What follows belongs to an exercise in optimizing a design on an open flow for small area and a short achievable clock period; a production flow would make more cautious choices. At most, simulation tests tie the RTL to the original design; equivalence was not proved. For runs 4 to 7, only the layout was checked, not whether the RTL still works. Power figures rest on the tool's default switching activity, not on a simulated workload.

$ cat design.v
package mem_ctrl_pkg;
   localparam int CNT_W = 4;
endpackage
module sp_byte_ram #(
  parameter int    DATA_W      = 32,
  parameter int    DEPTH_WORDS = 64,
  parameter        MEM_INIT    = "",
  parameter int    NB          = DATA_W / 8,
  parameter int    AW          = (DEPTH_WORDS > 1) ? $clog2(DEPTH_WORDS) : 1
) (
  input  logic              clk,
  input  logic [NB*DEPTH_WORDS/4-1:0] wen,
  input  logic [DATA_W-1:0] wdata,
  input  logic [DEPTH_WORDS/2-1:0] tsel,
  output logic [DATA_W-1:0] tap
);
  localparam int NR = DEPTH_WORDS / 4;
  logic [DATA_W-1:0] tap_r [NR];
  for (genvar r = 0; r < NR; r++) begin : g_ring
    logic [DATA_W-1:0] p0, p1, p2, p3;
    always_ff @(posedge clk) begin
      p1 <= p0;
      p2 <= p1;
      p3 <= p2;
      for (int b = 0; b < NB; b++)
        p0[b*8 +: 8] <= wen[r*NB+b] ? wdata[b*8 +: 8] : p3[b*8 +: 8];
    end
    assign tap_r[r] = ({DATA_W{tsel[2*r]}} & p0) | ({DATA_W{tsel[2*r+1]}} & p2);
  end
  always_comb begin
    tap = '0;
    for (int r = 0; r < NR; r++) tap = tap | tap_r[r];
  end
endmodule
import mem_ctrl_pkg::*;
module multicycle_mem_ctrl
#(
   parameter int                DATA_W      = 32,
   parameter int                ADDR_W      = 32,
   parameter int                DEPTH_WORDS = 64,
   parameter int                WAIT_STATES = 2,
   parameter                    MEM_INIT    = "",
   parameter logic [ADDR_W-1:0] MMIO_ADDR   = 32'h0000_0100
) (
   input  logic                clk,
   input  logic                reset,
   input  logic                req,
   input  logic                we,
   input  logic [ADDR_W-1:0]   addr,
   input  logic [DATA_W-1:0]   wdata,
   input  logic [DATA_W/8-1:0] be,
   output logic [DATA_W-1:0]   rdata,
   output logic                ready,
   output logic                err,
   output logic [DATA_W-1:0]   WriteData,
   output logic [ADDR_W-1:0]   DataAdr,
   output logic                MemWrite,
   output logic [DATA_W-1:0]   mmio_out
);
   localparam int NB  = DATA_W / 8;
   localparam int BLG = (NB > 1) ? $clog2(NB) : 0;
   localparam int AW  = (DEPTH_WORDS > 1) ? $clog2(DEPTH_WORDS) : 1;
   localparam int NR  = DEPTH_WORDS / 4;
   localparam bit MMIO_EN = 1'b1;
   logic              b1, b2, b3, idle, accept;
   logic              we_q, bad_q, hit_q;
   logic [AW-1:0]     widx_q;
   logic [DATA_W-1:0] wdata_q;
   logic [NB-1:0]     be_q;
   logic              hit_d, bad_d;
   assign hit_d  = MMIO_EN && (addr == MMIO_ADDR);
   assign bad_d  = (addr[BLG-1:0] != '0) || ((addr[ADDR_W-1:AW+BLG] != '0) && !hit_d);
   assign idle   = !(b1 || b2 || b3);
   assign accept = idle && req;
   always_ff @(posedge clk) begin
      if (!reset) begin
         b1 <= 1'b0;
         b2 <= 1'b0;
         b3 <= 1'b0;
      end else begin
         b1 <= accept;
         b2 <= b1;
         b3 <= b2;
      end
   end
   always_ff @(posedge clk) begin
      if (accept) begin
         we_q    <= we;
         bad_q   <= bad_d;
         hit_q   <= hit_d;
         widx_q  <= addr[AW+BLG-1:BLG];
         wdata_q <= wdata;
         be_q    <= be;
      end
   end
   logic [1:0]        ph;           
   logic [DATA_W-1:0] wbuf;         
   logic [NB-1:0]     wbe;
   logic [AW-1:0]     widx_w;
   logic              wa;           
   logic              land;
   logic [NB*NR-1:0]  wen;
   logic [2*NR-1:0]   tsel_q;
   logic [DATA_W-1:0] tap, samp_q;
   logic [1:0]        posn;
   always_ff @(posedge clk) ph <= ph + 2'd1;
   always_ff @(posedge clk) begin
      if (b2) begin
         wbuf   <= wdata_q;
         wbe    <= be_q;
         widx_w <= widx_q;
      end
   end
   assign land = wa && ((widx_w[1:0] + ph) == 2'd3) && (reset || !b3);
   always_ff @(posedge clk) begin
      if (b2 && reset && we_q && !bad_q && !hit_q) wa <= 1'b1;
      else if (land || (b3 && !reset))             wa <= 1'b0;
   end
   always_comb begin
      for (int r = 0; r < NR; r++)
         for (int b = 0; b < NB; b++)
            wen[r*NB+b] = land && (widx_w[AW-1:2] == r) && wbe[b];
   end
   assign posn = widx_q[1:0] + ph + 2'd1;
   always_ff @(posedge clk) begin
      for (int r = 0; r < NR; r++) begin
         tsel_q[2*r]   <= (widx_q[AW-1:2] == r) && (posn == 2'd0);
         tsel_q[2*r+1] <= (widx_q[AW-1:2] == r) && (posn == 2'd2);
      end
   end
   sp_byte_ram #(
      .DATA_W      (DATA_W),
      .DEPTH_WORDS (DEPTH_WORDS),
      .MEM_INIT    (MEM_INIT)
   ) u_ram (
      .clk   (clk),
      .wen   (wen),
      .wdata (wbuf),
      .tsel  (tsel_q),
      .tap   (tap)
   );
   always_ff @(posedge clk) samp_q <= tap;
   logic              ready_q, err_q, mw_q;
   logic              ldr_q, ldm_q;
   logic [DATA_W-1:0] rdata_q, wd_out_q, mmio_q;
   logic [AW:0]       adr_out_q;    
   always_ff @(posedge clk) begin
      ldr_q <= reset && b2 && !we_q && !bad_q && !hit_q;
      ldm_q <= reset && b2 && !we_q && hit_q;
   end
   always_ff @(posedge clk) begin
      if (!reset) begin
         ready_q   <= 1'b0;
         err_q     <= 1'b0;
         mw_q      <= 1'b0;
         wd_out_q  <= '0;
         adr_out_q <= '0;
         rdata_q   <= '0;
      end else begin
         ready_q <= b3;
         err_q   <= b3 && bad_q;
         mw_q    <= b3 && we_q && !bad_q;
         if (b3 && we_q && !bad_q) begin
            wd_out_q  <= wdata_q;
            adr_out_q <= {hit_q, widx_q};
         end
         if (ldr_q)      rdata_q <= tap | samp_q;
         else if (ldm_q) rdata_q <= mmio_q;
      end
   end
   always_ff @(posedge clk) begin
      if (!reset) begin
         mmio_q <= '0;
      end else if (b3 && we_q && hit_q) begin
         for (int i = 0; i < NB; i++) begin
            if (be_q[i]) mmio_q[i*8 +: 8] <= wdata_q[i*8 +: 8];
         end
      end
   end
   assign rdata     = rdata_q;
   assign mmio_out  = mmio_q;
   assign ready     = ready_q;
   assign err       = err_q;
   assign MemWrite  = mw_q;
   assign WriteData = wd_out_q;
   assign DataAdr   = {{(ADDR_W-AW-BLG-1){1'b0}}, adr_out_q, {BLG{1'b0}}};
endmodule
$ cat run.sh
#!/bin/bash
# synth_recipe.tcl (not shown) runs the flow's synth.tcl, then flattens the netlist and writes it again
# the make line also repeats each setting of config.mk as NAME=value (left out here)
make -C /OpenROAD-flow-scripts/flow DESIGN_CONFIG=/design/flow/config.mk WORK_HOME=/design/flow/orfs CLKGATE_MAP_FILE= SYNTH_SCRIPT=/design/flow/synth_recipe.tcl finish
$ cat config.mk
export PLATFORM = sky130hd
export DESIGN_NAME = multicycle_mem_ctrl
export DESIGN_NICKNAME = multicycle_mem_ctrl
export VERILOG_FILES = /design/flow/design.v
export SDC_FILE = /design/flow/constraint.sdc
export NUM_CORES = 4
export LEC_CHECK = 0
export CAP_MARGIN = 20
export CORE_MARGIN = 2
export CORE_UTILIZATION = 40
export SLEW_MARGIN = 20
$ cat constraint.sdc
create_clock -name core_clock -period 4.0 [get_ports {clk}]
set_input_delay 0.8000 -clock core_clock [delete_from_list [all_inputs] [get_ports {clk}]]
set_output_delay 0.8000 -clock core_clock [all_outputs]
set_load 0.01 [all_outputs]
==> key figures, run 1 <==
Die
  – Die area: 159600 um^2
  – Core Region: 155800 um^2
  – Rows: 145
  – Die width: 399.4 um
  – # IOs: 203
  – Die height: 399.4 um
  – Starting Density: 0.4014

Setup path
  – WP depth: 6
  – Startpoint types: flop
  – CP Cell Sequence: ha_1, xor3_1, and3_4, buf_4, and3_1, mux2_2
  – Slowest cell delay on critical path: around 0.84 ns
  – R2R depth: 6
  – R2r startpoint: ph[0]$_DFF_P_
  – Setup CP Type: reg -> reg
  – Family with the most delay on the worst path: simple AND/OR/NAND/NOR gates
  – Arr. time, crit path: 3.77 ns
  – Crit Reg-Reg Endpoint: u_ram.g_ring[2].p0[11]$_DFF_P_
  – CP max-delay cell: and3_1
  – CP endpoint kind: flop
  – Crit path buffers/inverters: 1
  – Worst Path Required: 4.71 ns
  – Crit path max fanout: 22
  – Register-to-register setup slack: 0.93 ns

Route
  – Iter 0 DRT Violations: 2827
  – DRC Markers: 0
  – Drt pass-1 iters: 7
  – Via/cell ratio: roughly 5.1
  – Final ANT Viol Nets: 0
  – Vias: 34800
  – Routed len/inst: between 20 and 30 um
  – Detailed Route WL: 182800 um

CTS
  – TritonCTS clock tree: built
  – Clock Tree Buf Depth: 3
  – Post-CTS sizing: 0
  – CTS Buf Count: 213
  – Post-CTS Hold Fix Bufs: 0
  – H-tree lvl count: 4
  – Clock latency on the worst-skew pair: 0.84 ns
  – CTS root buffer: clkbuf_16
  – Clk slew on worst S/H paths: 0.06 ns
  – Post-CTS Setup Repair Bufs: 0
  – CTS sink cnt: 2313

Timing
  – Skew final: ~0.027 ns
  – Setup violators final: 0
  – Least-Margin Pin Slew: 1.240 ns
  – Minimum clock period: a little over 3 ns
  – Fin Setup TNS: 0 ns
  – Fin crit share: 0.7663
  – Relative slew slack: 0.1735
  – Unrepaired setup endpoints after global routing: false
  – Max Slew Vio Count: 0
  – Fmax achieved: around 0.33 GHz
  – Final Hold Vio Count: 0

Yosys
  – Yosys cell types: 46
  – Yosys warnings: 3
  – Synthesized instance count: 4287
  – Register area share after synthesis: 0.7542
  – Syn_area_per_cell: 14.59 um^2
  – Flops & latches, synth: between 2000 and 2500
  – Synthesized area: 62550 um^2

Job
  – Max_cap viols: 0

Cells and area
  – Area Growth Syn to Fin: 18.14%
  – Commonest non-fill, non-tap cell in the layout: dfxtp_1
  – Multi-input gate area: 14370 um^2
  – Nets: 4619
  – Sequential standard cell area: 47220 um^2
  – Final instance area: 73900 um^2
  – Inserted Diodes: 0
  – Commonest cells after routing, fill and taps aside: 2191 x dfxtp_1, 513 x mux2_2, 320 x a22oi_1
  – Share of layout cells above drive strength 1: 0.2220
  – Fillers: ~13000

Global routing
  – M1 GR Usage: 0.3022
  – GR met2 Demand/Resource: 0.3535
  – Total GRT Usage: 0.2252
  – First-pass GRT wire length: 254200 um
  – Gr ovfl total: 0
  – Antenna violations before repair: 8
  – Largest net degree at the start of global routing: 45
  – Busiest layer in global routing: met2
  – Vias in the first global route: 34930
  – M3 GR Usage: 0.05371

Pwr
  – Power per cell area: 602.0 nW/um^2
  – Leakage power: 28.75 nW
  – Peak VDD IR: ~500 uV

Min path
  – Worst hold path type: reg -> reg
  – Worst Hold Path EP: u_ram.g_ring[4].p2[8]$_DFF_P_
  – Min-delay src: u_ram.g_ring[4].p1[8]$_DFF_P_
  – Hold path cells: 0

Placement
  – Buffers on Ports: 177
  – DPL Wire Length: 109200 um
  – Placed cell areas: around 67000 um^2
  – Routability cong.: 0.7924

Outcome
  – Outcome: timing/DRC/antenna clean
==> cell type report <==
cell class,instances,share of cell area
clock buffer,321,0.08791
clock inverter,73,0.01075
inverter,34,0.001727
multi-input combinational,1740,0.1945
sequential,2313,0.6390
tap,2058,0.03484
timing repair buffer,244,0.03125
==> synthesized netlist by cell type (all sizes together) <==
master  number  area share
a41oi       32      0.0045
and2        16      0.0016
and3        13      0.0013
dfxtp     2226        0.71
ha           1     0.00020
nand4       71      0.0077
or2          2     0.00020
mux2       544       0.099
o21ai       32      0.0026
a32o         1     0.00016
nor3b        3     0.00072
conb         1    0.000060
inv         34      0.0020
nor2b        6     0.00060
xnor2        2     0.00028
nand3       48      0.0085
and4        24      0.0034
nor4b        2     0.00028
nor4         6     0.00060
a22o        96       0.013
clkbuf     158      0.0095
nand2      226       0.014
or3          2     0.00020
edfxtp      87       0.042
a21boi      71      0.0085
a22oi      320       0.038
xor2         1     0.00014
a221oi      96       0.013
nor3        29      0.0031
buf         66      0.0067
a211oi       1     0.00012
nor2        64      0.0038
xor3         1     0.00038
nand2b       5     0.00050
==> stage by stage <==
step / std cells / setup WS [ns] / hold slack (ns) / util / power [mW]
after floorplan: 4311 / 0.01079 / 0.3096 / - / 23.97
after global placement: 6386 / 0.7976 / 0.3096 / 0.4270 / 24.22
after detailed placement: 6388 / 0.7662 / 0.3121 / 0.4272 / 24.22
after CTS: 6782 / 0.9457 / 0.3066 / 0.4740 / 44.72
after global routing: 6783 / 0.9030 / 0.3108 / 0.4742 / 45.65
final: 6783 / 0.9350 / 0.3053 / 0.4742 / 44.48
==> registers in the layout (all words and copies together), names as in the netlist, 2 cells and up <==
signal / cells
adr_out_q: 7
wbe: 4
ph: 2
widx_w: 6
mmio_q: 32
wdata_q: 32
tsel_q: 32
u_ram.g_ring.p2: 512
widx_q: 6
samp_q: 32
u_ram.g_ring.p1: 512
u_ram.g_ring.p3: 512
rdata_q: 32
u_ram.g_ring.p0: 512
be_q: 4
wd_out_q: 32
wbuf: 32
==> per-layer routing <==
metal | wire (um) | part of all wire
met3 | 12720 | 0.070
met1 | 81170 | 0.44
met5 | 0 | 0
met2 | 82660 | 0.45
met4 | 6248 | 0.034
==> worst max-delay path by stage <==
stage / from / end / slack, ns
6_report: ph[0]$_DFF_P_ / u_ram.g_ring[2].p0[11]$_DFF_P_ / 0.93
4_1_cts: ph[0]$_DFF_P_ / u_ram.g_ring[2].p0[11]$_DFF_P_ / 0.95
3_3_place_gp: reset / u_ram.g_ring[14].p0[23]$_DFF_P_ / 0.80
5_1_grt: ph[0]$_DFF_P_ / u_ram.g_ring[12].p0[17]$_DFF_P_ / 0.90
2_1_floorplan: b2$_SDFF_PN0_ / bad_q$_DFFE_PP_ / 0.01
3_5_place_dp: reset / u_ram.g_ring[14].p0[17]$_DFF_P_ / 0.77
==> cells by family (layout without fill, tap and decap cells) <==
| group | count (synthesis) | after routing | synth area share |
|---|---|---|---|
| xor gates and xnor gates | 4 | 4 | 0.0008002 |
| AOI/OAI and AO/OA | 649 | 649 | 0.08113 |
| adders and majority gates | 1 | 1 | 0.0002000 |
| DFF | 2313 | 2313 | 0.7542 |
| buffers and inverters | 258 | 672 | 0.01818 |
| other | 1 | 25 | 0.00005995 |
| muxes | 544 | 544 | 0.09938 |
| and+or+nand+nor | 517 | 517 | 0.04605 |
==> worst reg2reg max path, cell delays in order, from the launching register on <==
cell     delay [ns]
dfxtp_1        0.35
ha_1           0.22
xor3_1         0.28
and3_4         0.47
buf_4          0.36
and3_1         0.84
mux2_2         0.42
==> where the power goes <==
group,switching [mW],internal (mW)
clock network,8.75,12.0
registers,0.185,23.2
logic,0.169,0.108
total,9.11,35.4
==> run 2: changes to the inputs <==
--- a/design.v
+++ b/design.v
@@ -113,6 +113,18 @@
    end
-   assign land = wa && ((widx_w[1:0] + ph) == 2'd3) && (reset || !b3);
+   logic       lnext_q, l3_q;
+   logic       wa_n;
+   logic [1:0] wslot_n;
+   logic       p3_n;
+   assign land = lnext_q || (l3_q && reset);
+   always_comb begin
+      if (b2 && reset && we_q && !bad_q && !hit_q) wa_n = 1'b1;
+      else if (land || (b3 && !reset))             wa_n = 1'b0;
+      else                                         wa_n = wa;
+      wslot_n = b2 ? widx_q[1:0] : widx_w[1:0];
+      p3_n    = (wslot_n + ph + 2'd1) == 2'd3;
+   end
    always_ff @(posedge clk) begin
-      if (b2 && reset && we_q && !bad_q && !hit_q) wa <= 1'b1;
-      else if (land || (b3 && !reset))             wa <= 1'b0;
+      wa      <= wa_n;
+      lnext_q <= wa_n && p3_n && !(b2 && reset);
+      l3_q    <= wa_n && p3_n && (b2 && reset);
    end
--- a/config.mk
+++ b/config.mk
@@ -9,3 +9,4 @@
 export CORE_MARGIN = 2
-export CORE_UTILIZATION = 40
+export CORE_UTILIZATION = 60
+export SETUP_SLACK_MARGIN = 1.6
 export SLEW_MARGIN = 20
==> key figures, run 2 <==
Outcome
  – Outcome: timing/DRC/antenna clean

Pwr
  – Peak VDD IR: 624.9 uV (+24%)
  – Total chip power: 43.51 mW (-2.2%)
  – Power per cell area: 598.4 nW/um^2 (-0.59%)
  – Leakage power: 29.12 nW (+1.3%)

Route
  – Via/cell ratio: 5.682 (+11%)
  – Final ANT Viol Nets: 0 (unchanged)
  – Vias: 34670 (-0.37%)
  – Routed len/inst: 27.88 um (+3.4%)
  – Drt pass-1 iters: 5 (-2)
  – DRC Markers: 0 (unchanged)
  – Iter 0 DRT Violations: 2943 (+4.1%)
  – Detailed Route WL: 170100 um (-7.0%)

Timing
  – Least-Margin Pin Slew: 1.204 ns (-0.03600 ns)
  – Max Slew Vio Count: 0 (unchanged)
  – Setup violators final: 0 (unchanged)
  – Skew final: 0.02136 ns (-0.005943 ns)
  – Fmax achieved: 0.4029 GHz (+23%)
  – Min Hold Slack: 0.3152 ns (+0.009929 ns)
  – Unrepaired setup endpoints after global routing: true
  – Relative slew slack: 0.1974 (+0.02400)
  – Minimum clock period: 2.482 ns (-0.5830 ns)
  – Fin Setup TNS: 0 ns (unchanged)
  – Final Hold Vio Count: 0 (unchanged)
  – Fin crit share: 0.6205 (-0.1458)

Setup path
  – Startpoint types: flop
  – Arr. time, crit path: 3.16 ns (-0.61 ns)
  – Crit path max fanout: 8 (-64%)
  – CP max-delay cell: nor2_2
  – Family with the most delay on the worst path: simple AND/OR/NAND/NOR gates
  – CP endpoint kind: flop
  – Worst Path Required: 4.67 ns (-0.04 ns)
  – Slowest cell delay on critical path: 0.84 ns (about the same)
  – Crit path buffers/inverters: 0 (-1)
  – CP Cell Sequence: nand3_1, nor2_2, mux2_2
  – Setup CP Type: reg -> reg

Cells and area
  – Fillers: 7231 (-46%)
  – Commonest cells after routing, fill and taps aside: 2189 x dfxtp_1, 533 x mux2_2, 304 x a22oi_1
  – Area Growth Syn to Fin: 16.58%
  – Final instance area: 72710 um^2 (-1.6%)
  – Commonest non-fill, non-tap cell in the layout: dfxtp_1
  – Share of layout cells above drive strength 1: 0.2282 (+0.006167)
  – Nets: 4624 (+0.11%)

Global routing
  – First-pass GRT wire length: 242200 um (-4.7%)
  – Total GRT Usage: 0.3158 (+0.09056)
  – Largest net degree at the start of global routing: 111 (+150%)
  – Gr ovfl total: 0 (unchanged)
  – Antenna violations before repair: 3 (-5)
  – GR met2 Demand/Resource: 0.4859 (+0.1324)
  – Busiest layer in global routing: met2
  – Vias in the first global route: 34630 (-0.88%)
  – M3 GR Usage: 0.05277 (-0.0009450)
  – M1 GR Usage: 0.4617 (+0.1594)

Yosys
  – Ys async rst share: 0 (unchanged)
  – Syn_area_per_cell: 14.63 um^2 (+0.25%)
  – Synth top cells by count: 2228 x dfxtp_1, 533 x mux2_2, 304 x a22oi_1
  – Flops & latches, synth: 2315 (+0.086%)
  – Top cells by area, synth: dfxtp_1 72%, mux2_2 9.6%, edfxtp_1 4.2%
  – Synth Flop Type: dfxtp_1
  – Yosys cell types: 50 (+8.7%)
  – Leading area contributor after synthesis: dfxtp_1
  – Register area share after synthesis: 0.7570 (+0.002805)
  – Yosys warnings: 3 (unchanged)
  – EDFF count, synth: 87 (unchanged)
  – Yosys top cell area share: 0.7151 (+0.002686)
  – Synthesized instance count: 4264 (-0.54%)
  – Most common cell in the netlist: dfxtp_1
  – Synthesized area: 62370 um^2 (-0.29%)

CTS
  – CTS sink cnt: 2315 (+0.086%)
  – Clock latency on the worst-skew pair: 0.80 ns (-0.04 ns)
  – TritonCTS clock tree: built
  – H-tree lvl count: 4 (unchanged)
  – CTS Buf Count: 206 (-3.3%)
  – CTS root buffer: clkbuf_16
  – Clock Tree Buf Depth: 3 (unchanged)
  – Clk slew on worst S/H paths: 0.06 ns (about the same)

Die
  – Rows: 118 (-19%)
  – Core Region: 103300 um^2 (-34%)
  – Die height: 326.4 um (-18%)
  – Die area: 106500 um^2 (-33%)
  – # IOs: 203 (unchanged)
  – Die width: 326.4 um (-18%)
  – Starting Density: 0.6035 (+0.2021)

Placement
  – DPL Wire Length: 101500 um (-7.0%)
  – Buffers on Ports: 177 (unchanged)
  – Placed cell areas: 65720 um^2 (-1.3%)
  – Routability cong.: 0.7986 (+0.78%)

Min path
  – Worst hold path type: reg -> reg

Job
  – Max_cap viols: 0 (unchanged)
==> run 2: changes by cell type in the layout (fill, tap and decap cells not counted), moves of 18 or more <==
cell,before,now
mux2_2,513,533
nor2_2,1,19
nor2_4,2,20
nand3_2,33,12
clkbuf_8,42,68
dlygate4sd2_1,0,106
clkdlybuf4s50_1,176,70
==> run 2: worst paths after layout <==
kind	from	end	slack, ns	depth (start not counted)
hold / removal	u_ram.g_ring[15].p1[1]$_DFF_P_	u_ram.g_ring[15].p2[1]$_DFF_P_	0.32	0
setup reg to reg	wbe[1]$_DFFE_PP_	u_ram.g_ring[13].p0[10]$_DFF_P_	1.52	3
hold reg to reg	u_ram.g_ring[15].p1[1]$_DFF_P_	u_ram.g_ring[15].p2[1]$_DFF_P_	0.32	0
setup / recovery	wbe[1]$_DFFE_PP_	u_ram.g_ring[13].p0[10]$_DFF_P_	1.52	3
==> run 2: metrics by stage <==
stage	util	setup slack, ns	instances
after floorplan	-	1.269	4288
after global placement	0.6359	0.8837	5716
final	0.7036	1.518	6101
after CTS	0.7028	1.518	6098
after detailed placement	0.6359	0.7969	5716
after global routing	0.7036	1.517	6100
==> run 2: what timing repair did <==
action / CTS / global route
setup endpoints to repair: 342 / 109
gates cloned: 0 / 0
pin swaps: 1 / 1
hold buffers: 0 / 0
setup buffers: 5 / 2
gates resized for setup: 127 / 8
==> run 2: logic make-up (layout without fill, tap and decap cells) <==
kind of cell             count (synthesis)  in the layout  synth area share
AO/OA/AOI/OAI                          651            651           0.08185
XOR/XNOR                                 5              5         0.0007022
adder cells (fa/ha/maj)                  1              1         0.0002006
buffers and inverters                  242            674           0.01735
flip-flops                            2315           2315            0.7570
multiplexers                           546            546           0.09902
other                                    1             26        0.00006012
AND/OR/NAND/NOR                        503            503           0.04381
==> run 2: area by class of cell <==
class | count | area (um^2) | area share
clock buffers | 333 | 6546 | 0.09003
well taps | 1380 | 1727 | 0.02375
multi-input cells | 1731 | 14310 | 0.1968
flip-flops and latches | 2315 | 47290 | 0.6503
repair buffers | 263 | 2345 | 0.03225
clock inverters | 44 | 371.6 | 0.005110
diodes | 1 | 2.502 | 0.00003441
inverters | 34 | 127.6 | 0.001755
==> run 2: where the power goes <==
part,leakage (nW),internal (mW),switching (mW)
logic,6.91,0.109,0.161
clock network,3.45,11.5,8.35
registers,18.8,23.3,0.157
==> run 2: per-layer routing <==
layer | vias up | routed length (um) | share of wire
met5 | - | 0 | 0
met4 | 0 | 4362 | 0.026
met3 | 267 | 10370 | 0.061
met2 | 1138 | 75940 | 0.45
met1 | 17580 | 79400 | 0.47
li1 | 15680 | - | -
==> run 3: changes to the inputs <==
--- a/config.mk
+++ b/config.mk
@@ -10,2 +10,4 @@
 export CORE_UTILIZATION = 60
+export CTS_CLUSTER_DIAMETER = 100
+export CTS_CLUSTER_SIZE = 30
 export SETUP_SLACK_MARGIN = 1.6
==> key figures, run 3 <==
Outcome
  – Outcome: timing/DRC/antenna clean

Yosys
  – Most common cell in the netlist: dfxtp_1
  – Syn_area_per_cell: 14.63 um^2 (unchanged)
  – Register area share after synthesis: 0.7570 (unchanged)
  – Yosys cell types: 50 (unchanged)
  – Leading area contributor after synthesis: dfxtp_1
  – Yosys top cell area share: 0.7151 (unchanged)
  – Synthesized area: 62370 um^2 (unchanged)
  – Flops & latches, synth: 2315 (unchanged)
  – Synthesized instance count: 4264 (unchanged)
  – EDFF count, synth: 87 (unchanged)
  – Ys async rst share: 0 (unchanged)
  – Synth top cells by count: 2228 x dfxtp_1, 533 x mux2_2, 304 x a22oi_1
  – Synth Flop Type: dfxtp_1
  – Yosys warnings: 3 (unchanged)
  – Top cells by area, synth: dfxtp_1 72%, mux2_2 9.6%, edfxtp_1 4.2%

Timing
  – Fmax achieved: 0.4116 GHz (+2.2%)
  – Setup violators final: 0 (unchanged)
  – Skew final: 0.03056 ns (+0.009203 ns)
  – Max Slew Vio Count: 0 (unchanged)
  – Fin crit share: 0.6074 (-0.01312)
  – Final Hold Vio Count: 0 (unchanged)
  – Least-Margin Pin Slew: 1.210 ns (+0.006237 ns)
  – Relative slew slack: 0.1933 (-0.004158)
  – Fin Setup TNS: 0 ns (unchanged)
  – Unrepaired setup endpoints after global routing: true
  – Minimum clock period: 2.429 ns (-0.05248 ns)

CTS
  – CTS root buffer: clkbuf_16
  – Clock latency on the worst-skew pair: 0.71 ns (-0.09 ns)
  – CTS Buf Count: 87 (-58%)
  – TritonCTS clock tree: built
  – CTS sink cnt: 2315 (unchanged)
  – Clk slew on worst S/H paths: 0.11 ns (+0.05 ns)
  – Clock Tree Buf Depth: 3 (unchanged)
  – H-tree lvl count: 3 (-1)
  – Post-CTS Hold Fix Bufs: 0 (unchanged)

Setup path
  – Family with the most delay on the worst path: simple AND/OR/NAND/NOR gates
  – Worst Path Required: 4.60 ns (-0.07 ns)
  – Arr. time, crit path: 3.03 ns (-0.13 ns)
  – CP max-delay cell: nor2_2
  – Setup CP Type: reg -> reg
  – Slowest cell delay on critical path: 0.62 ns (-0.22 ns)
  – Crit path max fanout: 8 (unchanged)
  – Startpoint types: flop
  – CP Cell Sequence: buf_4, and2b_2, nand2_2, nor2_2, mux2_2
  – CP endpoint kind: flop
  – Crit path buffers/inverters: 1 (+1)

Global routing
  – Gr ovfl total: 0 (unchanged)
  – Vias in the first global route: 32950 (-4.8%)
  – First-pass GRT wire length: 235300 um (-2.8%)
  – Total GRT Usage: 0.3070 (-0.008767)
  – Antenna violations before repair: 2 (-1)
  – Largest net degree at the start of global routing: 111 (unchanged)

Placement
  – Placed cell areas: 65720 um^2 (unchanged)
  – DPL Wire Length: 101500 um (unchanged)
  – Buffers on Ports: 177 (unchanged)
  – Routability cong.: 0.7986 (unchanged)

Route
  – DRC Markers: 0 (unchanged)
  – Routed len/inst: 28.41 um (+1.9%)
  – Detailed Route WL: 166100 um (-2.3%)
  – Drt pass-1 iters: 5 (unchanged)
  – Final ANT Viol Nets: 0 (unchanged)
  – Vias: 33780 (-2.6%)
  – Iter 0 DRT Violations: 3078 (+4.6%)
  – Via/cell ratio: 5.777 (+1.7%)

Cells and area
  – Nets: 4506 (-2.6%)
  – Commonest cells after routing, fill and taps aside: 2187 x dfxtp_1, 533 x mux2_2, 304 x a22oi_1
  – Area Growth Syn to Fin: 9.423%
  – Fillers: 7661 (+5.9%)
  – Share of layout cells above drive strength 1: 0.1890 (-0.03919)
  – Commonest non-fill, non-tap cell in the layout: dfxtp_1
  – Final instance area: 68250 um^2 (-6.1%)

Pwr
  – Leakage power: 26.86 nW (-7.8%)
  – Power per cell area: 508.0 nW/um^2 (-15%)
  – Peak VDD IR: 487.9 uV (-22%)

Die
  – Starting Density: 0.6035 (unchanged)
  – Rows: 118 (unchanged)
  – Die height: 326.4 um (unchanged)
  – Die width: 326.4 um (unchanged)
  – Core Region: 103300 um^2 (unchanged)
  – Die area: 106500 um^2 (unchanged)
  – # IOs: 203 (unchanged)

Job
  – Max_cap viols: 0 (unchanged)

Min path
  – Worst hold path type: reg -> reg
## run 3: cell counts after synthesis
No cell type changed its count.
## run 3: timing repair
item | in CTS | in global routing
pin swaps | 2 | 1
endpoints found under the setup margin | 366 | 69
setup buffers | 7 | 1
resized for setup | 130 | 8
## run 3: where the power goes
| group | switching (mW) | internal (mW) | leakage (nW) |
|---|---|---|---|
| registers | 0.157 | 23.3 | 18.8 |
| clock network | 6.75 | 4.24 | 1.18 |
| logic | 0.160 | 0.110 | 6.91 |
## run 3: routing by layer
metal / global-route usage / share of wire
met1: 0.4600 / 0.47
met2: 0.4755 / 0.45
met3: 0.03868 / 0.054
met4: 0.07569 / 0.025
met5: 0 / 0
## run 3: logic make-up (layout without fill, tap and decap cells)
group,count (synthesis),count (layout),synth area share
DFF,2315,2315,0.7570
and+or+nand+nor,503,503,0.04381
adders and majority gates,1,1,0.0002006
other,1,26,0.00006012
muxes,546,546,0.09902
AOI/OAI and AO/OA,651,651,0.08185
xor gates and xnor gates,5,5,0.0007022
buffers and inverters,242,420,0.01735
## run 3: final timing paths
check | slack, ns | to | cells after the start | start
max | 1.57 | u_ram.g_ring[5].p0[29]$_DFF_P_ | 5 | widx_w[5]$_DFFE_PP_
min | 0.32 | u_ram.g_ring[13].p2[19]$_DFF_P_ | 0 | u_ram.g_ring[13].p1[19]$_DFF_P_
max reg2reg | 1.57 | u_ram.g_ring[5].p0[29]$_DFF_P_ | 5 | widx_w[5]$_DFFE_PP_
min reg2reg | 0.32 | u_ram.g_ring[13].p2[19]$_DFF_P_ | 0 | u_ram.g_ring[13].p1[19]$_DFF_P_
## run 3: layout make-up
type                       count  area [um^2]  area share
antenna                        1        2.502  0.00003667
timing repair buffer         264         2354     0.03448
clock inverter                 4        56.30   0.0008250
tap                         1380         1727     0.02530
inverter                      34        127.6    0.001870
clock buffer                 118         2379     0.03485
multi-input combinational   1731        14310      0.2097
sequential                  2315        47290      0.6930
## run 3: metrics by stage
step	setup WS [ns]	hold slack (ns)	cells	utilization	power, mW
6_report	1.571	0.3240	5847	0.6604	34.67
5_1_grt	1.561	0.3303	5846	0.6603	35.57
4_1_cts	1.515	0.3204	5845	0.6598	34.78
3_5_place_dp	0.7969	0.3121	5716	0.6359	24.20
3_3_place_gp	0.8837	0.3096	5716	0.6359	24.20
2_1_floorplan	1.269	0.3096	4288	-	23.98
==> run 4: changes to the inputs <==
--- a/design.v
+++ b/design.v
@@ -13,3 +13,3 @@
   input  logic [DATA_W-1:0] wdata,
-  input  logic [DEPTH_WORDS/2-1:0] tsel,
+  input  logic [DEPTH_WORDS/4-1:0] tsel,
   output logic [DATA_W-1:0] tap
@@ -27,3 +27,3 @@
     end
-    assign tap_r[r] = ({DATA_W{tsel[2*r]}} & p0) | ({DATA_W{tsel[2*r+1]}} & p2);
+    assign tap_r[r] = {DATA_W{tsel[r]}} & p0;
   end
@@ -98,3 +98,4 @@
    logic [NB-1:0]     wbe;
-   logic [AW-1:0]     widx_w;
+   logic [1:0]        wslot;        
+   logic [NR-1:0]     wring;        
    logic              wa;           
@@ -102,3 +103,3 @@
    logic [NB*NR-1:0]  wen;
-   logic [2*NR-1:0]   tsel_q;
+   logic [NR-1:0]     tsel_q;
    logic [DATA_W-1:0] tap, samp_q;
@@ -110,3 +111,4 @@
          wbe    <= be_q;
-         widx_w <= widx_q;
+         wslot  <= widx_q[1:0];
+         for (int r = 0; r < NR; r++) wring[r] <= (widx_q[AW-1:2] == r);
       end
@@ -122,3 +124,3 @@
       else                                         wa_n = wa;
-      wslot_n = b2 ? widx_q[1:0] : widx_w[1:0];
+      wslot_n = b2 ? widx_q[1:0] : wslot;
       p3_n    = (wslot_n + ph + 2'd1) == 2'd3;
@@ -133,11 +135,16 @@
          for (int b = 0; b < NB; b++)
-            wen[r*NB+b] = land && (widx_w[AW-1:2] == r) && wbe[b];
-   end
-   assign posn = widx_q[1:0] + ph + 2'd1;
-   always_ff @(posedge clk) begin
-      for (int r = 0; r < NR; r++) begin
-         tsel_q[2*r]   <= (widx_q[AW-1:2] == r) && (posn == 2'd0);
-         tsel_q[2*r+1] <= (widx_q[AW-1:2] == r) && (posn == 2'd2);
-      end
-   end
+            wen[r*NB+b] = land && wring[r] && wbe[b];
+   end
+   logic [AW-1:0]   idx_n;
+   logic [NR-1:0]   tsel, tsel_in;
+   assign idx_n = idle ? addr[AW+BLG-1:BLG] : widx_q;
+   always_comb begin
+      for (int r = 0; r < NR; r++)
+         tsel_in[r] = (addr[AW+BLG-1:BLG+2] == r) && ((addr[BLG+1:BLG] + ph) == 2'd0);
+   end
+   always_ff @(posedge clk) begin
+      for (int r = 0; r < NR; r++)
+         tsel_q[r] <= (idx_n[AW-1:2] == r) && ((idx_n[1:0] + ph + 2'd1) == 2'd0);
+   end
+   assign tsel = idle ? tsel_in : tsel_q;
    sp_byte_ram #(
@@ -150,6 +157,6 @@
       .wdata (wbuf),
-      .tsel  (tsel_q),
+      .tsel  (tsel),
       .tap   (tap)
    );
-   always_ff @(posedge clk) samp_q <= tap;
+   always_ff @(posedge clk) samp_q <= tap | (idle ? '0 : samp_q);
    logic              ready_q, err_q, mw_q;
--- a/config.mk
+++ b/config.mk
@@ -7,2 +7,3 @@
 export LEC_CHECK = 0
+export ABC_AREA = 1
 export CAP_MARGIN = 20
@@ -11,4 +12,4 @@
 export CTS_CLUSTER_DIAMETER = 100
-export CTS_CLUSTER_SIZE = 30
-export SETUP_SLACK_MARGIN = 1.6
+export CTS_CLUSTER_SIZE = 25
+export SETUP_SLACK_MARGIN = 2.0
 export SLEW_MARGIN = 20
==> key figures, run 4 <==
Outcome
  – Outcome: timing/DRC/antenna clean

Yosys
  – Yosys cell types: 33 (-34%)
  – Ys async rst share: 0 (unchanged)
  – Top cells by area, synth: dfxtp_1 74%, nand2_1 9.6%, o21ai_0 5.3%
  – Flops & latches, synth: 2311 (-0.17%)
  – EDFF count, synth: 97 (+11%)
  – Register area share after synthesis: 0.7840 (+0.02696)
  – Most common cell in the netlist: dfxtp_1
  – Synth Flop Type: dfxtp_1
  – Synthesized instance count: 5365 (+26%)
  – Synth top cells by count: 2214 x dfxtp_1, 1540 x nand2_1, 638 x o21ai_0
  – Yosys warnings: 3 (unchanged)
  – Leading area contributor after synthesis: dfxtp_1
  – Syn_area_per_cell: 11.23 um^2 (-23%)
  – Synthesized area: 60250 um^2 (-3.4%)
  – Yosys top cell area share: 0.7356 (+0.02050)

Pwr
  – Power per cell area: 503.6 nW/um^2 (-0.86%)
  – Leakage power: 28.98 nW (+7.9%)
  – Peak VDD IR: 482.8 uV (-1.0%)

Timing
  – Setup violators final: 0 (unchanged)
  – Final Hold Vio Count: 0 (unchanged)
  – Minimum clock period: 2.368 ns (-0.06114 ns)
  – Unrepaired setup endpoints after global routing: true
  – Min Hold Slack: 0.3211 ns (-0.002861 ns)
  – Fin Setup TNS: 0 ns (unchanged)
  – Skew final: 0.02994 ns (-0.0006191 ns)
  – Max Slew Vio Count: 0 (unchanged)
  – Fmax achieved: 0.4222 GHz (+2.6%)
  – Relative slew slack: 0.1833 (-0.01001)
  – Fin crit share: 0.5921 (-0.01528)
  – Least-Margin Pin Slew: 1.212 ns (+0.002208 ns)

Route
  – DRC Markers: 0 (unchanged)
  – Final ANT Viol Nets: 0 (unchanged)
  – Drt pass-1 iters: 5 (unchanged)
  – Iter 0 DRT Violations: 3286 (+6.8%)
  – Detailed Route WL: 157100 um (-5.4%)
  – Routed len/inst: 22.54 um (-21%)
  – Via/cell ratio: 5.158 (-11%)
  – Vias: 35940 (+6.4%)

Setup path
  – Worst Path Required: 4.65 ns (+0.05 ns)
  – R2r startpoint: b1$_SDFF_PN0_
  – R2R depth: 17 (+12)
  – Arr. time, crit path: 3.02 ns (about the same)
  – Crit path max fanout: 8 (unchanged)
  – CP endpoint kind: flop
  – Setup CP Type: in -> reg
  – Register-to-register setup slack: 1.66 ns (+0.09 ns)
  – Startpoint types: input port
  – Crit Reg-Reg Endpoint: rdata_q[4]$_SDFFE_PN0P_

CTS
  – Clock latency on the worst-skew pair: 0.73 ns (+0.02 ns)
  – Post-CTS Hold Fix Bufs: 0 (unchanged)
  – Clock Tree Buf Depth: 3 (unchanged)
  – TritonCTS clock tree: built
  – CTS Buf Count: 102 (+17%)
  – H-tree lvl count: 3 (unchanged)
  – CTS sink cnt: 2311 (-0.17%)
  – CTS root buffer: clkbuf_16
  – Clk slew on worst S/H paths: 0.11 ns (about the same)

Global routing
  – Total GRT Usage: 0.2974 (-0.009608)
  – Vias in the first global route: 33840 (+2.7%)
  – Gr ovfl total: 0 (unchanged)
  – M1 GR Usage: 0.4131 (-0.04691)
  – Antenna violations before repair: 2 (unchanged)
  – Busiest layer in global routing: met2
  – Largest net degree at the start of global routing: 58 (-48%)
  – M3 GR Usage: 0.03935 (+0.0006716)
  – GR met2 Demand/Resource: 0.4747 (-0.0008864)
  – First-pass GRT wire length: 224500 um (-4.6%)

Die
  – Starting Density: 0.6034 (about the same)
  – Rows: 116 (-1.7%)
  – Die width: 320.9 um (-1.7%)
  – # IOs: 203 (unchanged)
  – Die height: 320.9 um (-1.7%)
  – Die area: 103000 um^2 (-3.4%)
  – Core Region: 99860 um^2 (-3.4%)

Placement
  – Placed Instances: 6706 (+17%)
  – DPL Wire Length: 98900 um (-2.6%)
  – Buffers on Ports: 177 (unchanged)
  – Routability cong.: 0.9109 (+14%)

Min path
  – Worst Hold Path EP: u_ram.g_ring[11].p2[3]$_DFF_P_
  – Worst hold path type: reg -> reg
  – Hold path cells: 0 (unchanged)
  – Min-delay src: u_ram.g_ring[11].p1[3]$_DFF_P_

Cells and area
  – Area Growth Syn to Fin: 17.88%
  – Nets: 5719 (+27%)
  – Commonest cells after routing, fill and taps aside: 2104 x dfxtp_1, 1295 x nand2_1, 612 x o21ai_0
  – Finished Layout Cells: 6968 (+19%)
  – Commonest non-fill, non-tap cell in the layout: dfxtp_1
  – Share of layout cells above drive strength 1: 0.1824 (-0.006620)
  – Inserted Diodes: 0 (-1)

Job
  – Max_cap viols: 0 (unchanged)
[run 4: changes by cell type after synthesis, sizes merged, moves of 71 or more]
cell / before / now
nand2: 226 / 1552
inv: 34 / 142
mux2: 544 / 0
a22oi: 304 / 0
a21oi: 1 / 74
o21ai: 32 / 639
a221oi: 104 / 0
a21boi: 71 / 0
nor2: 111 / 307
a22o: 104 / 0
[run 4: area by class of cell]
cell class                      instances  area, um^2
Sequential cell                      2311       47420
Clock buffer                          121        2624
Multi-Input combinational cell       2717       14380
Clock inverter                          8       113.9
Inverter                              143       554.3
Fill cell                            7184       28830
Tap cell                             1298        1624
Timing Repair Buffer                  370        4305
[run 4: routing by layer]
metal,share of wire,vias up
met1,0.45,17400
met5,0,-
met4,0.045,0
met3,0.045,277
met2,0.46,901
li1,-,17360
[run 4: per-stage QoR]
step / total power, mW / utilization / setup slack, ns / cell area [um^2]
2_1_floorplan: 24.28 / - / 1.674 / 60570
3_3_place_gp: 24.57 / 0.6340 / 0.3055 / 63310
3_5_place_dp: 24.58 / 0.6340 / 0.2759 / 63310
4_1_cts: 35.80 / 0.6909 / 1.712 / 68990
5_1_grt: 36.86 / 0.7113 / 1.603 / 71030
6_report: 35.77 / 0.7113 / 1.632 / 71030
[run 4: kinds of logic after synthesis]
family	share of synthesized area
DFF	0.7840
and+or+nand+nor	0.1263
AOI/OAI and AO/OA	0.05987
buffers and inverters	0.02891
xor gates and xnor gates	0.0004362
adders and majority gates	0.0004153
other	0.00006224
[run 4: critical path: stages]
cell	delay, ns
clkdlybuf4s15_1	0.31
nor2_2	0.28
nand2_2	0.16
nor2_4	0.15
nand3_4	0.08
nand2_4	0.10
buf_12	0.18
buf_16	0.19
buf_4	0.14
nand2_4	0.04
nand2_4	0.07
nor2_4	0.04
nand2_2	0.07
nor2_4	0.05
nand2_1	0.07
nand2_2	0.07
a21oi_1	0.15
[run 4: repair_timing]
action,in CTS,in global routing
endpoints found under the hold margin,0,0
pin swaps,165,163
buffers inserted,74,40
setup endpoints to repair,708,737
gates resized for setup,1141,376
cloned,14,5
[run 4: worst max-delay path by stage]
stage / start / end / slack (ns) / cells after the start
CTS: b2$_SDFF_PN0_ / rdata_q[23]$_SDFFE_PN0P_ / 1.71 / 15
detailed placement: addr[3] / rdata_q[3]$_SDFFE_PN0P_ / 0.28 / 18
finish: addr[7] / rdata_q[4]$_SDFFE_PN0P_ / 1.63 / 17
floorplan: b2$_SDFF_PN0_ / bad_q$_DFFE_PP_ / 1.67 / 7
global placement: addr[3] / rdata_q[3]$_SDFFE_PN0P_ / 0.31 / 18
global route: b1$_SDFF_PN0_ / rdata_q[1]$_SDFFE_PN0P_ / 1.60 / 17
[run 4: where the power goes]
part | total (mW) | internal (mW) | switching (mW)
clock network | 11.5 | 4.69 | 6.78
registers | 23.5 | 23.4 | 0.147
logic | 0.757 | 0.266 | 0.491
==> run 5: changes to the inputs <==
--- a/config.mk
+++ b/config.mk
@@ -7,3 +7,2 @@
 export LEC_CHECK = 0
-export ABC_AREA = 1
 export CAP_MARGIN = 20
==> key figures, run 5 <==
Outcome
  – Outcome: timing/DRC/antenna clean

Die
  – Starting Density: 0.6046 (+0.001169)
  – Core Region: 105300 um^2 (+5.4%)
  – Die height: 329.7 um (+2.7%)
  – # IOs: 203 (unchanged)
  – Rows: 119 (+2.6%)
  – Die width: 329.7 um (+2.7%)
  – Die area: 108700 um^2 (+5.6%)

Setup path
  – Worst Path Required: 4.58 ns (-0.07 ns)
  – R2r startpoint: tsel_q[12]$_DFF_P_
  – Setup CP Type: reg -> reg
  – Crit path max fanout: 6 (-2)
  – CP endpoint kind: flop
  – Crit path from: tsel_q[12]$_DFF_P_
  – Startpoint types: flop
  – Arr. time, crit path: 3.22 ns (+0.20 ns)

Yosys
  – Syn_area_per_cell: 14.15 um^2 (+26%)
  – Synthesized instance count: 4498 (-16%)
  – Leading area contributor after synthesis: dfxtp_1
  – Yosys warnings: 3 (unchanged)
  – Synthesized area: 63640 um^2 (+5.6%)
  – Register area share after synthesis: 0.7422 (-0.04174)
  – Synth Flop Type: dfxtp_1
  – Ys async rst share: 0 (unchanged)
  – Most common cell in the netlist: dfxtp_1
  – Yosys top cell area share: 0.6965 (-0.03917)
  – Flops & latches, synth: 2311 (unchanged)
  – Yosys cell types: 78 (+140%)
  – Synth top cells by count: 2214 x dfxtp_1, 554 x mux2_2, 275 x nand2_1
  – EDFF count, synth: 97 (unchanged)
  – Top cells by area, synth: dfxtp_1 70%, mux2_2 9.8%, edfxtp_1 4.6%

Placement
  – Buffers on Ports: 177 (unchanged)
  – DP Worst Slack: -0.07720 ns (-0.3531 ns)
  – Routability cong.: 0.9697 (+6.5%)
  – DPL Wire Length: 129600 um (+31%)
  – Placed Instances: 5978 (-11%)

Global routing
  – First-pass GRT wire length: 270800 um (+21%)
  – Gr ovfl total: 0 (unchanged)
  – Vias in the first global route: 35930 (+6.2%)
  – Largest net degree at the start of global routing: 102 (+76%)
  – Antenna violations before repair: 11 (+9)
  – Total GRT Usage: 0.3551 (+0.05770)

CTS
  – CTS sink cnt: 2311 (unchanged)
  – H-tree lvl count: 3 (unchanged)
  – CTS Buf Count: 102 (unchanged)
  – CTS root buffer: clkbuf_16
  – Clk slew on worst S/H paths: 0.10 ns (about the same)
  – Clock Tree Buf Depth: 3 (unchanged)
  – TritonCTS clock tree: built
  – Clock latency on the worst-skew pair: 0.76 ns (+0.03 ns)

Pwr
  – Power per cell area: 492.4 nW/um^2 (-2.2%)
  – Peak VDD IR: 572.0 uV (+18%)
  – Pint: 28.53 mW (+0.65%)
  – Reg power frac: 0.653 (-0.005)
  – Switch Pwr: 7.787 mW (+5.0%)
  – Total chip power: 36.32 mW (+1.5%)
  – Combinational share of power: 0.028 (+0.007)
  – Clock power frac: 0.319 (-0.002)
  – Leakage power: 29.29 nW (+1.1%)
  – Net Sw Frac: 0.2144 (+0.006986)

Timing
  – Relative slew slack: 0.2267 (+0.04345)
  – Unrepaired setup endpoints after global routing: true
  – Max Slew Vio Count: 0 (unchanged)
  – Minimum clock period: 2.636 ns (+0.2677 ns)
  – Fmax achieved: 0.3794 GHz (-10%)
  – Skew final: 0.03621 ns (+0.006272 ns)
  – Setup ws final: 1.364 ns (-0.2677 ns)
  – Setup violators final: 0 (unchanged)
  – Least-Margin Pin Slew: 1.148 ns (-0.06450 ns)
  – Fin crit share: 0.6590 (+0.06692)
  – Min Hold Slack: 0.3073 ns (-0.01381 ns)
  – Final Hold Vio Count: 0 (unchanged)

Cells and area
  – Finished Layout Cells: 6300 (-9.6%)
  – Commonest non-fill, non-tap cell in the layout: dfxtp_1
  – Nets: 4955 (-13%)
  – Fin util: 0.7007 (-0.01056)
  – Area Growth Syn to Fin: 15.91%
  – Commonest cells after routing, fill and taps aside: 2086 x dfxtp_1, 554 x mux2_2, 221 x buf_4
  – Share of layout cells above drive strength 1: 0.2912 (+0.1088)

Min path
  – Worst hold path type: reg -> reg
  – Min-delay src: u_ram.g_ring[0].p2[9]$_DFF_P_

Route
  – Via/cell ratio: 6.164 (+20%)
  – Detailed Route WL: 200500 um (+28%)
  – Routed len/inst: 31.83 um (+41%)
  – Drt pass-1 iters: 8 (+3)
  – DRC Markers: 0 (unchanged)
  – Final ANT Viol Nets: 0 (unchanged)
  – Iter 0 DRT Violations: 5584 (+70%)
  – Vias: 38840 (+8.0%)

Job
  – Max_cap viols: 0 (unchanged)
## run 5: cell types whose count changed after synthesis, moves of 117 or more
cell     delta
nor2_1    -204
o21ai_0   -566
nand2_1  -1265
a22o_1    +117
a22oi_1   +125
mux2_2    +554
## run 5: area by class of cell
cell class,instances,area [um^2]
Timing Repair Buffer,481,5010
Antenna cell,1,2.502
Sequential cell,2311,47530
Inverter,27,101.3
Fill cell,7397,31500
Multi-Input combinational cell,1958,16640
Clock buffer,124,2635
Tap cell,1391,1740
Clock inverter,7,110.1
## run 5: power groups by stage
| stage | combinational, mW | sequential (mW) | clock (mW) |
|---|---|---|---|
| floorplan | 0.421 | 24.1 | 0 |
| global placement | 0.725 | 24.3 | 0 |
| detailed placement | 0.733 | 24.3 | 0 |
| CTS | 0.844 | 23.7 | 11.7 |
| global route | 1.01 | 23.7 | 12.5 |
| finish | 1.02 | 23.7 | 11.6 |
## run 5: kinds of logic after synthesis
group           Yosys count  share of synthesized area
flops                  2311                     0.7422
compound gates          698                    0.08314
mux                     654                     0.1145
simple gates            570                    0.04062
buf+inv                 255                    0.01760
xor+xnor                  7                   0.001416
fa+ha+maj                 2                  0.0003932
other cells               1                 0.00005893
## run 5: final timing paths
path                              endpoint  slack [ns]  depth (start not counted)
min reg2reg  u_ram.g_ring[0].p3[9]$_DFF_P_        0.31                          0
max               rdata_q[19]$_SDFFE_PN0P_        1.36                          9
max reg2reg       rdata_q[19]$_SDFFE_PN0P_        1.36                          9
min          u_ram.g_ring[0].p3[9]$_DFF_P_        0.31                          0
## run 5: worst max-delay path, cell delays in order, from the launching register on
cell and delay (ns):
dfxtp_4 0.39, buf_12 0.14, a22o_1 0.22, a221oi_2 0.25, nand4_1 0.24, a22oi_1 0.23
o211ai_1 0.18, nor4_4 0.51, buf_4 0.20, a31oi_2 0.09
## run 5: what timing repair did
| item | 4_1_cts | 5_1_grt |
|---|---|---|
| gates resized for setup | 775 | 189 |
| hold buffers | 0 | 0 |
| buffers inserted | 79 | 104 |
| hold endpoints to repair | 0 | 0 |
| gates cloned | 3 | 4 |
| setup endpoints to repair | 467 | 264 |
| pin swaps | 23 | 64 |
## run 5: layer usage
layer	share of wire	vias to the layer above	routed length, um	GRT usage
met2	0.38	2740	77080	0.4799
met5	0.00096	-	192	0
met4	0.056	12	11220	0.1527
li1	-	16540	-	-
met1	0.42	18840	84920	0.5167
met3	0.14	702	27090	0.1196
## run 5: stage by stage
stage | TNS, ns | cell area [um^2]
final | 0 | 73760
after global routing | 0 | 73760
after global placement | -0.01322 | 67660
after CTS | 0 | 71870
after detailed placement | -0.1130 | 67670
after floorplan | 0 | 64340
==> run 6: changes to the inputs <==
--- a/design.v
+++ b/design.v
@@ -72,3 +72,2 @@
    assign bad_d  = (addr[BLG-1:0] != '0) || ((addr[ADDR_W-1:AW+BLG] != '0) && !hit_d);
-   assign idle   = !(b1 || b2 || b3);
    assign accept = idle && req;
@@ -76,9 +75,11 @@
       if (!reset) begin
-         b1 <= 1'b0;
-         b2 <= 1'b0;
-         b3 <= 1'b0;
+         b1   <= 1'b0;
+         b2   <= 1'b0;
+         b3   <= 1'b0;
+         idle <= 1'b1;
       end else begin
-         b1 <= accept;
-         b2 <= b1;
-         b3 <= b2;
+         b1   <= accept;
+         b2   <= b1;
+         b3   <= b2;
+         idle <= !accept && !b1 && !b2;
       end
--- a/config.mk
+++ b/config.mk
@@ -12,3 +12,3 @@
 export CTS_CLUSTER_SIZE = 25
-export SETUP_SLACK_MARGIN = 2.0
+export SETUP_SLACK_MARGIN = 1.8
 export SLEW_MARGIN = 20
==> key figures, run 6 <==
Outcome
  – Outcome: timing/DRC/antenna clean

Setup path
  – Crit Reg-Reg Endpoint: rdata_q[11]$_SDFFE_PN0P_
  – Setup CP Type: reg -> reg
  – Crit path top cell by count: buf_6
  – CP endpoint kind: flop
  – R2R depth: 10 (+1)
  – Family with the most delay on the worst path: compound AO/OA/AOI/OAI gates
  – Arr. time, crit path: 2.92 ns (-0.30 ns)
  – Crit path from: ph[0]$_DFF_P_
  – Crit path max fanout: 7 (+1)
  – Slowest cell delay on critical path: 0.37 ns (-0.14 ns)
  – Worst Path Required: 4.58 ns (about the same)
  – Startpoint types: flop
  – CP Cell Sequence: ha_4, xor3_2, buf_6, buf_12, buf_6, nor3_4, a221o_1, a221oi_2, o2111a_1, a31oi_1
  – Register-to-register setup slack: 1.66 ns (+0.30 ns)
  – R2r startpoint: ph[0]$_DFF_P_
  – CP max-delay cell: dfxtp_4
  – Crit path buffers/inverters: 3 (+1)

Die
  – Core Region: 105300 um^2 (unchanged)
  – Starting Density: 0.6052 (+0.0006894)
  – Die area: 108800 um^2 (+0.11%)
  – Die height: 329.9 um (about the same)
  – # IOs: 203 (unchanged)
  – Die width: 329.9 um (about the same)
  – Rows: 119 (unchanged)

Min path
  – Worst hold path type: reg -> reg
  – Hold path cells: 0 (unchanged)
  – Min-delay src: u_ram.g_ring[3].p2[21]$_DFF_P_
  – Worst Hold Path EP: u_ram.g_ring[3].p3[21]$_DFF_P_

CTS
  – H-tree lvl count: 3 (unchanged)
  – Post-CTS Hold Fix Bufs: 0 (unchanged)
  – Clock latency on the worst-skew pair: 0.76 ns (about the same)
  – CTS root buffer: clkbuf_16
  – Clk slew on worst S/H paths: 0.11 ns (about the same)
  – CTS Buf Count: 102 (unchanged)
  – Clock Tree Buf Depth: 3 (unchanged)
  – TritonCTS clock tree: built
  – CTS sink cnt: 2312 (+0.043%)

Cells and area
  – Commonest cells after routing, fill and taps aside: 2136 x dfxtp_1, 567 x mux2_2, 216 x nand2_1
  – Share of layout cells above drive strength 1: 0.2717 (-0.01951)
  – Nets: 4856 (-2.0%)
  – Commonest non-fill, non-tap cell in the layout: dfxtp_1
  – Area Growth Syn to Fin: 14.33%
  – Finished Layout Cells: 6214 (-1.4%)

Route
  – DRC Markers: 0 (unchanged)
  – Detailed Route WL: 205400 um (+2.4%)
  – Via/cell ratio: 6.203 (+0.62%)
  – Iter 0 DRT Violations: 5440 (-2.6%)
  – Final ANT Viol Nets: 0 (unchanged)
  – Drt pass-1 iters: 7 (-1)
  – Vias: 38540 (-0.75%)
  – Routed len/inst: 33.05 um (+3.8%)

Pwr
  – Total chip power: 36.40 mW (+0.22%)
  – Peak VDD IR: 514.3 uV (-10%)
  – Leakage power: 28.37 nW (-3.2%)
  – Power per cell area: 499.7 nW/um^2 (+1.5%)

Yosys
  – Synth top cells by count: 2215 x dfxtp_1, 567 x mux2_2, 270 x nand2_1
  – Ys async rst share: 0 (unchanged)
  – Synthesized instance count: 4458 (-0.89%)
  – Leading area contributor after synthesis: dfxtp_1
  – Synth Flop Type: dfxtp_1
  – Syn_area_per_cell: 14.29 um^2 (+1.0%)
  – EDFF count, synth: 97 (unchanged)
  – Flops & latches, synth: 2312 (+0.043%)
  – Synthesized area: 63710 um^2 (+0.11%)
  – Yosys top cell area share: 0.6960 (about the same)
  – Most common cell in the netlist: dfxtp_1
  – Register area share after synthesis: 0.7417 (about the same)
  – Yosys cell types: 77 (-1.3%)
  – Top cells by area, synth: dfxtp_1 70%, mux2_2 10%, edfxtp_1 4.6%
  – Yosys warnings: 3 (unchanged)

Timing
  – Unrepaired setup endpoints after global routing: true
  – Setup violators final: 0 (unchanged)
  – Relative slew slack: 0.1823 (-0.04444)
  – Max Slew Vio Count: 0 (unchanged)
  – Fin crit share: 0.5847 (-0.07433)
  – Fmax achieved: 0.4276 GHz (+13%)
  – Least-Margin Pin Slew: 1.214 ns (+0.06596 ns)
  – Fin Setup TNS: 0 ns (unchanged)
  – Final Hold Vio Count: 0 (unchanged)
  – Skew final: 0.04814 ns (+0.01192 ns)
  – Setup ws final: 1.661 ns (+0.2973 ns)
  – Minimum clock period: 2.339 ns (-0.2973 ns)
  – Min Hold Slack: 0.3009 ns (-0.006472 ns)

Global routing
  – Antenna violations before repair: 18 (+7)
  – Total GRT Usage: 0.3694 (+0.01431)
  – First-pass GRT wire length: 279000 um (+3.0%)
  – Vias in the first global route: 35920 (-0.042%)
  – Largest net degree at the start of global routing: 59 (-42%)
  – Gr ovfl total: 0 (unchanged)

Placement
  – DP Worst Slack: 0.3246 ns (+0.4018 ns)
  – Routability cong.: 0.9921 (+2.3%)
  – Buffers on Ports: 177 (unchanged)
  – DPL Wire Length: 136400 um (+5.3%)
  – Placed Instances: 5953 (-0.42%)

Job
  – Max_cap viols: 0 (unchanged)
run 6: changes by cell type after synthesis, sizes merged, moves of 15 or more:
cell	previous run	this run
a21oi	44	27
nor2	99	65
a221oi	105	71
inv	26	41
a22oi	125	171
mux2i	96	61
a22o	117	97
run 6: final cells by class:
class,count,area (um^2)
diodes,8,20.02
clock buffers,130,2700
clock inverters,7,103.9
fillers,7447,32420
inverters,41,157.7
multi-input cells,1902,16520
flip-flops and latches,2312,47510
well taps,1391,1740
repair buffers,423,4096
run 6: worst reg2reg max path, stage by stage (launching register included):
cell and delay, ns:
dfxtp_4 0.37, ha_4 0.16, xor3_2 0.24, buf_6 0.13, buf_12 0.14, buf_6 0.12, nor3_4 0.04, a221o_1 0.37
a221oi_2 0.28, o2111a_1 0.26, a31oi_1 0.09
run 6: power breakdown:
group	internal, mW	switching [mW]
registers	23.5	0.300
logic	0.355	0.566
clock network	4.80	6.93
run 6: metal layers:
metal / routed length, um / global-route usage / part of all wire / up-vias
li1: - / - / - / 16360
met1: 86120 / 0.5239 / 0.42 / 18980
met2: 81000 / 0.5036 / 0.39 / 2583
met3: 26970 / 0.1325 / 0.13 / 614
met4: 11250 / 0.1698 / 0.055 / 6
met5: 36 / 0 / 0.00018 / -
run 6: cells by family (layout without fill, tap and decap cells):
logic type	Yosys count	in the layout	share of synthesized area
flops	2312	2312	0.7417
compound gates	703	703	0.08356
mux	645	645	0.1158
simple gates	520	520	0.03857
buf+inv	268	601	0.01848
xor+xnor	7	7	0.001434
fa+ha+maj	2	2	0.0003927
other cells	1	33	0.00005886
run 6: through the flow:
stage | area, um^2 | util
after CTS | 71810 | 0.6821
after detailed placement | 67570 | 0.6419
after global placement | 67570 | 0.6419
after global routing | 72820 | 0.6918
after floorplan | 64030 | -
final | 72840 | 0.6920
run 6: repair_timing:
item	CTS	global route
gates cloned	4	0
pin swaps	48	61
endpoints found under the setup margin	392	262
setup buffers	71	41
gates resized for setup	543	163
run 6: worst max-delay path by stage:
stage | to | slack [ns] | cells after the start
after floorplan | rdata_q[12]$_SDFFE_PN0P_ | 1.45 | 7
after global placement | rdata_q[0]$_SDFFE_PN0P_ | 0.36 | 9
after detailed placement | rdata_q[0]$_SDFFE_PN0P_ | 0.32 | 9
after CTS | rdata_q[8]$_SDFFE_PN0P_ | 1.73 | 11
after global routing | rdata_q[24]$_SDFFE_PN0P_ | 1.64 | 9
final | rdata_q[11]$_SDFFE_PN0P_ | 1.66 | 10
==> run 7: changes to the inputs <==
--- a/config.mk
+++ b/config.mk
@@ -7,5 +7,6 @@
 export LEC_CHECK = 0
+export ABC_AREA = 1
 export CAP_MARGIN = 20
 export CORE_MARGIN = 2
-export CORE_UTILIZATION = 60
+export CORE_UTILIZATION = 50
 export CTS_CLUSTER_DIAMETER = 100
@@ -14 +15,2 @@
 export SLEW_MARGIN = 20
+export SYNTH_HIERARCHICAL = 1
==> key figures, run 7 <==
Yosys
  – Top cells by area, synth: dfxtp_1 72%, mux2_2 9.3%, nand2_1 6.3%
  – Synth top cells by count: 2215 x dfxtp_1, 1037 x nand2_1, 512 x mux2_2
  – Flops & latches, synth: 2312 (unchanged)
  – EDFF count, synth: 97 (unchanged)
  – Syn_area_per_cell: 12.49 um^2 (-13%)
  – Xor and xnor area share after synthesis: 0.0001414 (-0.001292)
  – Synth Flop Type: dfxtp_1
  – Most common cell in the netlist: dfxtp_1
  – Leading area contributor after synthesis: dfxtp_1
  – Register area share after synthesis: 0.7629 (+0.02121)
  – Synthesized instance count: 4958 (+11%)
  – Yosys cell types: 31 (-60%)
  – Post-synthesis adder-cell area fraction: 0.0004040 (+0.00001123)
  – Yosys top cell area share: 0.7159 (+0.01991)
  – Synthesized area: 61940 um^2 (-2.8%)
  – Mux share of post-synthesis cell area: 0.09308 (-0.02273)
  – Compound-Gate Fraction of Synth Area: 0.01262 (-0.07094)
  – Ys async rst share: 0 (unchanged)
  – Simple-gate share of the synthesized area: 0.09486 (+0.05629)
  – Yosys warnings: 9 (+6)
  – Main combinational cell family by area after synthesis: simple AND/OR/NAND/NOR gates

Route
  – Drt pass-1 iters: 5 (-2)
  – Iter 0 DRT Violations: 2198 (-60%)
  – Final ANT Viol Nets: 0 (unchanged)
  – Routed len/inst: 21.87 um (-34%)
  – Detailed Route WL: 151800 um (-26%)
  – DRC Markers: 0 (unchanged)
  – Via/cell ratio: 4.792 (-23%)
  – Vias: 33250 (-14%)

Setup path
  – R2r startpoint: ph[1]$_DFF_P_
  – CP max-delay cell: dlygate4sd2_1
  – Worst Path Required: 4.60 ns (+0.02 ns)
  – CP Cell Sequence: dlygate4sd2_1, inv_1, nand2_1, nor2_1, nand3_4, nand2_8, buf_12, buf_16, nand2_1, nand4_1, nor2_1, nand2_1, nor2_1, nand2_1, o21ai_2, nor3_2
  – Register-to-register setup slack: 1.56 ns (-0.10 ns)
  – CP endpoint kind: flop
  – Crit path top cell by count: nand2_1
  – Setup CP Type: in -> reg
  – Slowest cell delay on critical path: 0.40 ns (+0.03 ns)
  – Crit path max fanout: 8 (+1)
  – Startpoint types: input port
  – R2R depth: 20 (+10)
  – Crit Reg-Reg Endpoint: rdata_q[17]$_SDFFE_PN0P_
  – Arr. time, crit path: 3.05 ns (+0.13 ns)

Min path
  – Hold path cells: 0 (unchanged)
  – Worst Hold Path EP: u_ram.g_ring[12].p3[17]$_DFF_P_
  – Min-delay src: u_ram.g_ring[12].p2[17]$_DFF_P_
  – Worst hold path type: reg -> reg

Placement
  – Buffers on Ports: 177 (unchanged)
  – Placed Instances: 6699 (+13%)
  – DPL Wire Length: 89590 um (-34%)
  – Routability cong.: 0.8021 (-19%)
  – Placed cell areas: 65780 um^2 (-2.7%)

Cells and area
  – Commonest cells after routing, fill and taps aside: 2159 x dfxtp_1, 846 x nand2_1, 512 x mux2_2
  – Fin util: 0.5802 (-0.1118)
  – Nets: 5340 (+10%)
  – Share of layout cells above drive strength 1: 0.2408 (-0.03085)
  – Commonest non-fill, non-tap cell in the layout: dfxtp_1
  – Finished Layout Cells: 6938 (+12%)
  – Final instance area: 71540 um^2 (-1.8%)
  – Area Growth Syn to Fin: 15.50%

CTS
  – TritonCTS clock tree: built
  – CTS sink cnt: 2312 (unchanged)
  – Post-CTS Hold Fix Bufs: 0 (unchanged)
  – Clk slew on worst S/H paths: 0.09 ns (-0.02 ns)
  – Clock latency on the worst-skew pair: 0.72 ns (-0.04 ns)
  – Clock Tree Buf Depth: 3 (unchanged)
  – CTS Buf Count: 102 (unchanged)
  – CTS root buffer: clkbuf_16
  – H-tree lvl count: 3 (unchanged)

Timing
  – Fmax achieved: 0.4085 GHz (-4.5%)
  – Skew final: 0.03972 ns (-0.008416 ns)
  – Final Hold Vio Count: 0 (unchanged)
  – Least-Margin Pin Slew: 1.131 ns (-0.08310 ns)
  – Fin crit share: 0.6120 (+0.02735)
  – Relative slew slack: 0.2445 (+0.06217)
  – Unrepaired setup endpoints after global routing: true
  – Minimum clock period: 2.448 ns (+0.1094 ns)
  – Setup violators final: 0 (unchanged)
  – Max Slew Vio Count: 0 (unchanged)
  – Fin Setup TNS: 0 ns (unchanged)

Die
  – # IOs: 203 (unchanged)
  – Starting Density: 0.5023 (-0.1029)
  – Die width: 356.0 um (+7.9%)
  – Die area: 126700 um^2 (+16%)
  – Die height: 356.0 um (+7.9%)
  – Rows: 129 (+8.4%)
  – Core Region: 123300 um^2 (+17%)

Global routing
  – First-pass GRT wire length: 217700 um (-22%)
  – Largest net degree at the start of global routing: 54 (-8.5%)
  – Gr ovfl total: 0 (unchanged)
  – Total GRT Usage: 0.2366 (-0.1328)
  – Antenna violations before repair: 12 (-6)
  – Vias in the first global route: 32550 (-9.4%)

Pwr
  – Total chip power: 35.40 mW (-2.7%)
  – Power per cell area: 494.9 nW/um^2 (-0.97%)
  – Leakage power: 30.45 nW (+7.4%)
  – Peak VDD IR: 418.9 uV (-19%)

Job
  – Max_cap viols: 0 (unchanged)

Outcome
  – Outcome: timing/DRC/antenna clean
[run 7: cell types whose count changed after synthesis, moves of 52 or more]
cell      previous run  this run
a21boi_0            72         0
a221oi_1            70         0
a22o_1              97         0
a22oi_1            171         0
buf_2               29        81
clkbuf_1           151        57
inv_1               41       263
mux2_2             567       512
mux2i_1             61         0
nand2_1            270      1037
nor2_1              61       360
[run 7: per-layer routing]
layer,routed length (um),global-route usage
met1,74000,0.3468
met2,65110,0.3554
met3,8526,0.04517
met4,4133,0.07063
met5,0,0
[run 7: cells by family (layout without fill, tap and decap cells)]
| kind of cell | Yosys count | after routing |
|---|---|---|
| DFF | 2312 | 2312 |
| and+or+nand+nor | 1510 | 1513 |
| muxes | 512 | 512 |
| buffers and inverters | 478 | 792 |
| AOI/OAI and AO/OA | 142 | 142 |
| adders and majority gates | 2 | 2 |
| other | 1 | 27 |
| xor gates and xnor gates | 1 | 1 |
[run 7: repair_timing]
action,4_1_cts,5_1_grt
pin swaps,135,146
cloned,24,1
endpoints found under the setup margin,458,146
gates resized for setup,601,201
buffers inserted,63,12
[run 7: how the worst max path moves through the flow]
stage / start / cells past startpoint / end / slack (ns)
final: addr[7] / 16 / rdata_q[31]$_SDFFE_PN0P_ / 1.55
after global routing: ph[0]$_DFF_P_ / 19 / rdata_q[24]$_SDFFE_PN0P_ / 1.44
after CTS: ph[0]$_DFF_P_ / 18 / rdata_q[4]$_SDFFE_PN0P_ / 1.61
after detailed placement: addr[2] / 18 / rdata_q[31]$_SDFFE_PN0P_ / 0.17
after global placement: addr[2] / 18 / rdata_q[1]$_SDFFE_PN0P_ / 0.23
after floorplan: addr[2] / 17 / rdata_q[18]$_SDFFE_PN0P_ / 1.67
[run 7: layout make-up]
type	instances	area [um^2]
antenna	2	5.005
clock buffer	133	2754
clock inverter	4	50.05
fill	10200	51770
inverter	267	1018
multi-input combinational	2195	13930
sequential	2312	47390
tap	1637	2048
timing repair buffer	388	4352
[run 7: power by group]
group / switching (mW) / internal (mW) / total [mW]
clock: 6.79 / 4.85 / 11.6
sequential: 0.105 / 23.2 / 23.3
combinational: 0.284 / 0.166 / 0.450
[run 7: through the flow]
stage	worst slack, ns	hold WS, ns
after floorplan	1.667	0.3096
after global placement	0.2346	0.3095
after detailed placement	0.1737	0.3121
after CTS	1.611	0.3130
after global routing	1.439	0.3144
final	1.552	0.3049
[run 7: critical path, delay by kind of cell]
kind                   cells  cell delay, ns
AND/OR/NAND/NOR           11            1.23
AO/OA/AOI/OAI              1            0.14
buffers and inverters      4            0.87
